Context: an optimization exercise on an open-source flow, tuned for small area, a short achievable clock period and few clock cycles per item. The choices shown serve that exercise and are no tape-out recipe. Function was checked by simulation only, so behaviour that the tests miss may differ from the original. No activity file was given, so power comes from the tool's default toggle rates.

Design ghash_top, start of the top module:
module ghash_top
(
    input  logic      clk,
    input  logic      i_rst,
    input  logic      i_psel,
    input  logic      i_penable,
    input  logic      i_pwrite,
    input  ghash_pkg::apb_addr_t i_paddr,
    input  ghash_pkg::word_t     i_pwdata,
    output ghash_pkg::word_t     o_prdata,
    output logic      o_pready,
    output logic      o_pslverr
);
clock: 7.0 ns
lec_check: 0
cap_margin: 20
core_margin: 5
core_utilization: 40
setup_slack_margin: 4.4
slew_margin: 20
run.sh (not shown) runs the stock make flow with config.mk's settings and CLKGATE_MAP_FILE= SYNTH_SCRIPT=/design/flow/synth_recipe.tcl, a recipe that flattens the netlist after the stock synthesis.
The starting point passed the timing, design-rule and antenna checks.
Testbench counts at the start, summed over its fixed seeds: cycles 15,872, blocks 1,592.
Then changed:
--- a/flow/config.mk
+++ b/flow/config.mk
@@ -10,2 +10,2 @@
-export CORE_UTILIZATION = 40
-export SETUP_SLACK_MARGIN = 4.4
+export CORE_UTILIZATION = 48
+export SETUP_SLACK_MARGIN = 4.5
Effect:
- total power rose by 1.4%
- setup slack gets better by 0.012 ns
- final area increases by 1.1%
- register-to-register slack stays flat
- cell count falls by 2.5%
- combinational power is higher by about 1%
- core utilization came out higher by 9.8 points
- synthesized cell count is unchanged
- via count rises by 2.3%
Then changed:
--- a/flow/config.mk
+++ b/flow/config.mk
@@ -10,2 +10,2 @@
-export CORE_UTILIZATION = 48
-export SETUP_SLACK_MARGIN = 4.5
+export CORE_UTILIZATION = 52
+export SETUP_SLACK_MARGIN = 4.4
Die area went down by 7.5%.
Wire length went down by 2.3%.
Via count went down by 1.6%.
Design area went down by 2.1%.
Maximum frequency hardly moves.
Final cell count went down by 2.0%.
Power went up by 2.0%.
Worst setup slack barely changes.

* * *

## main
Starting RTL as in the previous note.
Design ghash_top, start of the top module:
module ghash_top
(
    input  logic      clk,
    input  logic      i_rst,
    input  logic      i_psel,
    input  logic      i_penable,
    input  logic      i_pwrite,
    input  ghash_pkg::apb_addr_t i_paddr,
    input  ghash_pkg::word_t     i_pwdata,
    output ghash_pkg::word_t     o_prdata,
    output logic      o_pready,
    output logic      o_pslverr
);
==> flow/config.mk <==
export PLATFORM = sky130hd
export DESIGN_NAME = ghash_top
export DESIGN_NICKNAME = ghash_top
export VERILOG_FILES = /design/flow/design.v
export SDC_FILE = /design/flow/constraint.sdc
export NUM_CORES = 4
export LEC_CHECK = 0
export CAP_MARGIN = 10
export CORE_MARGIN = 5
export CORE_UTILIZATION = 45
export SETUP_SLACK_MARGIN = 4.4
export SLEW_MARGIN = 10
==> flow/constraint.sdc <==
create_clock -name core_clock -period 7.0 [get_ports {clk}]
set_input_delay 1.4000 -clock core_clock [delete_from_list [all_inputs] [get_ports {clk}]]
set_output_delay 1.4000 -clock core_clock [all_outputs]
set_load 0.01 [all_outputs]
Testbench counts of main, summed over its fixed seeds: cycles 15,872, blocks 1,592.
#### Input delta (the feature branch over main)
Settings: CAP_MARGIN changed from 10 to 20; SLEW_MARGIN changed from 10 to 20; SETUP_SLACK_MARGIN changed from 4.4 to 4.0.
### Flow results
Sequential share of power on the feature branch is up relative to main.
The first-iteration DRC count number comes out lower for the feature branch vs main.
Going from main to the feature branch, the combinational share of power was found to have gone down by 2.6 points.
Re sequential share of layout area: the feature branch is 0.84 points up on main.
Looking at hold slack across the feature branch and main, the one that comes out lower is the feature branch.
Run comparison: main launch point of the worst path acc_q[122]$_DFF_P_; the feature branch launch point of the worst path cnt_q[1]$_SDFF_PP0_
Comparing the feature branch against main, there is no change at all in number of buffers inserted for hold repair after clock tree synthesis.
The routability congestion estimate from global placement in the feature branch sits 2.6% below the value recorded for main.
The feature branch against main; amount of wire on met3 after detailed routing is down by more than 10%.

* * *

run C:
ghash_top, a different RTL version from the one above (not shown whole).
For scale: about 7000 cells after synthesis, about 560 flip-flops.
## ghash_top
module ghash_top
(
    input  logic      clk,
    input  logic      i_rst,
    input  logic      i_psel,
    input  logic      i_penable,
    input  logic      i_pwrite,
    input  ghash_pkg::apb_addr_t i_paddr,
    input  ghash_pkg::word_t     i_pwdata,
    output ghash_pkg::word_t     o_prdata,
    output logic      o_pready,
    output logic      o_pslverr
);
    localparam int W_H0 = 0, W_H1 = 1, W_H2 = 2, W_H3 = 3;
    localparam int W_D0 = 4, W_D1 = 5, W_D2 = 6, W_D3 = 7;
    localparam int W_CLR = 8, W_N = 9;
    ghash_pkg::block_t h_q;                       
    ghash_pkg::word_t  d0_q, d1_q, d2_q;          
    ghash_pkg::block_t y_q;                       
    ghash_pkg::block_t acc_q;                     
    ghash_pkg::word_t  op_q;                      
    logic [1:0]        cnt_q;                     
    logic [1:0]        p_q;                       
    logic              first_q;                   
    logic              fin_q;                     
    logic              pend_q;                    
    logic              any_q;                     
    logic [W_N-1:0]    wsel_q;                    
    ghash_pkg::word_t  prdata_q;
    logic              rdy_q;
    logic              err_q;
    ghash_pkg::block_t acc_n;
    ghash_pkg::word_t  op_n;
    logic [1:0]        cnt_n;
    logic [1:0]        p_n;
    logic              first_n;
    logic              fin_n;
    logic              op_ld;
    logic              step;                      
    logic              finish;                    
    logic              d3_done;
    logic              d3_wait;
    logic              clr;
    logic              rdy_n;
  ...
clock: 7.0 ns
lec_check: 0
cap_margin: 20
core_margin: 5
core_utilization: 45
setup_slack_margin: 0.2
slew_margin: 20
Testbench counts of run C, summed over its fixed seeds: cycles 15,872, blocks 1,592.
Relative to run C, the following input files were edited for run R:
Settings: swapping 0.2 for 3.0 in SETUP_SLACK_MARGIN.
### Flow results
Relative to run C, run R improves smallest setup slack after layout. Per the comparison of run R with run C, flip-flop and latch share of the layout cell area has remained practically unchanged, global-route usage has remained practically unchanged, data required time at the worst endpoint has increased, wire length has increased. For run R, the cell with the largest stage delay on the worst path was xnor2_2, unlike run C, where it was edfxtp_1.

* * *

ghash_top, a different RTL version from the one above (not shown whole).
Size: about 7600 cells after synthesis, about 710 flip-flops, ~59000 sq um of cells after synthesis.
make LEC_CHECK=0 ABC_AREA=1 CAP_MARGIN=20 CORE_MARGIN=5 CORE_UTILIZATION=45 SETUP_SLACK_MARGIN=4.0 SLEW_MARGIN=20 finish   # period 7.0 ns
The first run passed the timing, design-rule and antenna checks.
Testbench counts at the start, summed over its fixed seeds: cycles 15,872, blocks 1,592.
Change:
--- a/flow/config.mk
+++ b/flow/config.mk
@@ -7,3 +7,2 @@
 export LEC_CHECK = 0
-export ABC_AREA = 1
 export CAP_MARGIN = 20
Result: The new run produced a clean layout. Clock skew goes up by 0.011 ns. Total power went down by a few percent. Synthesized cell count fell by a little under a tenth. Routed wire length is lower by roughly a tenth. Design area is lower by a few percent. Count of clock-buffer cells in the layout falls by 8. Cell count came out lower by a little under a tenth. Fmax grows by a few percent. Utilization is lower by 2.5 points. Via count came out lower by a little under a tenth. Worst setup slack gets better by 0.12 ns.

* * *

RTL: one of the versions met above, not the one the previous note started from.
Size in the first run: ~7,400 cells after synthesis, roughly 710 flip-flops, about 79 I/O pins, about 59,000 um^2 of cells after synthesis.
clock: 7.0 ns
lec_check: 0
cap_margin: 20
core_margin: 5
core_utilization: 45
setup_slack_margin: 4.4
slew_margin: 20
The first run completed with no timing, DRC or antenna violations.
Testbench counts at the start, summed over its fixed seeds: cycles 15,872, blocks 1,592.
Next try:
- SETUP_SLACK_MARGIN: 4.4 -> 4.5
What happened:
- fmax is higher by 1.3%
- design area is higher by 2.2%
- synthesized area does not change
- cell count is higher by 0.85%
- non-clock buffer count is higher by 70
- clock power barely changes
- clock-buffer cell count is higher by 5
- combinational power is higher by about 5%
- power is higher by 1.3%
- register-to-register slack gains 0.03 ns
- die area is unchanged
Next try:
- SETUP_SLACK_MARGIN: 4.5 -> 4.45
What happened:
- critical path depth went down by 2
- core utilization came out lower by 0.53 points
- synthesized area stays the same
- cell area goes down by 1.0%
- cell count is lower by 0.43%
- routed wire length decreases by about 3%
- clock skew came out higher by 0.010 ns

-- re-timing with driven ports --
The results above use ideal ports. As a check the final layouts listed here were re-extracted and re-timed, cells and wires unchanged.
Step 1 (the two cells are an assumption about what drives the block):
set clk [get_ports {clk}]
set_driving_cell -lib_cell sky130_fd_sc_hd__clkbuf_16 $clk
set_driving_cell -lib_cell sky130_fd_sc_hd__buf_2 [delete_from_list [all_inputs] $clk]
Step 2 adds t to the input delays and takes it off the output delays; t is the mean of the earliest and latest rising clock arrival at the registers after step 1. Input paths then give back, and output paths get back, about the clock's delay inside the block.
Three values: ideal, step 1, step 2; two values: the first two.
run | t, ns | setup WS [ns] | hold WS [ns] | slew at the worst register clock pin (ns)
the first run of note 1 | 0.723 | 4.287 / 4.287 / 3.648 | 0.421 / 0.421 / 0.421 | 0.07 / 0.07
the second run of note 1 | 0.732 | 4.298 / 4.298 / 3.645 | 0.465 / 0.465 / 0.465 | 0.07 / 0.07
the third run of note 1 | 0.748 | 4.299 / 4.290 / 3.663 | 0.444 / 0.444 / 0.444 | 0.07 / 0.07
main | 0.748 | 4.312 / 4.308 / 3.687 | 0.444 / 0.444 / 0.444 | 0.07 / 0.07
the feature branch | 0.740 | 3.985 / 3.974 / 3.306 | 0.408 / 0.408 / 0.408 | 0.07 / 0.07
run C | 0.709 | 2.720 / 2.720 / 2.638 | 0.515 / 0.515 / 0.515 | 0.07 / 0.07
run R | 0.714 | 3.075 / 3.075 / 2.617 | 0.511 / 0.511 / 0.511 | 0.07 / 0.07
the first run of note 4 | 0.750 | 3.848 / 3.848 / 3.299 | 0.526 / 0.526 / 0.526 | 0.07 / 0.07
the second run of note 4 | 0.745 | 3.969 / 3.924 / 3.281 | 0.412 / 0.412 / 0.412 | 0.07 / 0.07
the first run of note 5 | 0.748 | 4.312 / 4.308 / 3.687 | 0.444 / 0.444 / 0.444 | 0.07 / 0.07
the second run of note 5 | 0.756 | 4.346 / 4.296 / 3.727 | 0.422 / 0.422 / 0.422 | 0.07 / 0.07
the third run of note 5 | 0.758 | 4.329 / 4.303 / 3.722 | 0.445 / 0.445 / 0.445 | 0.07 / 0.07
After both steps setup and hold are still met in every run listed. For the second run of note 4, which loses most, drivers alone change the setup slack by -0.045 ns; drivers and shift together by -0.688 ns.
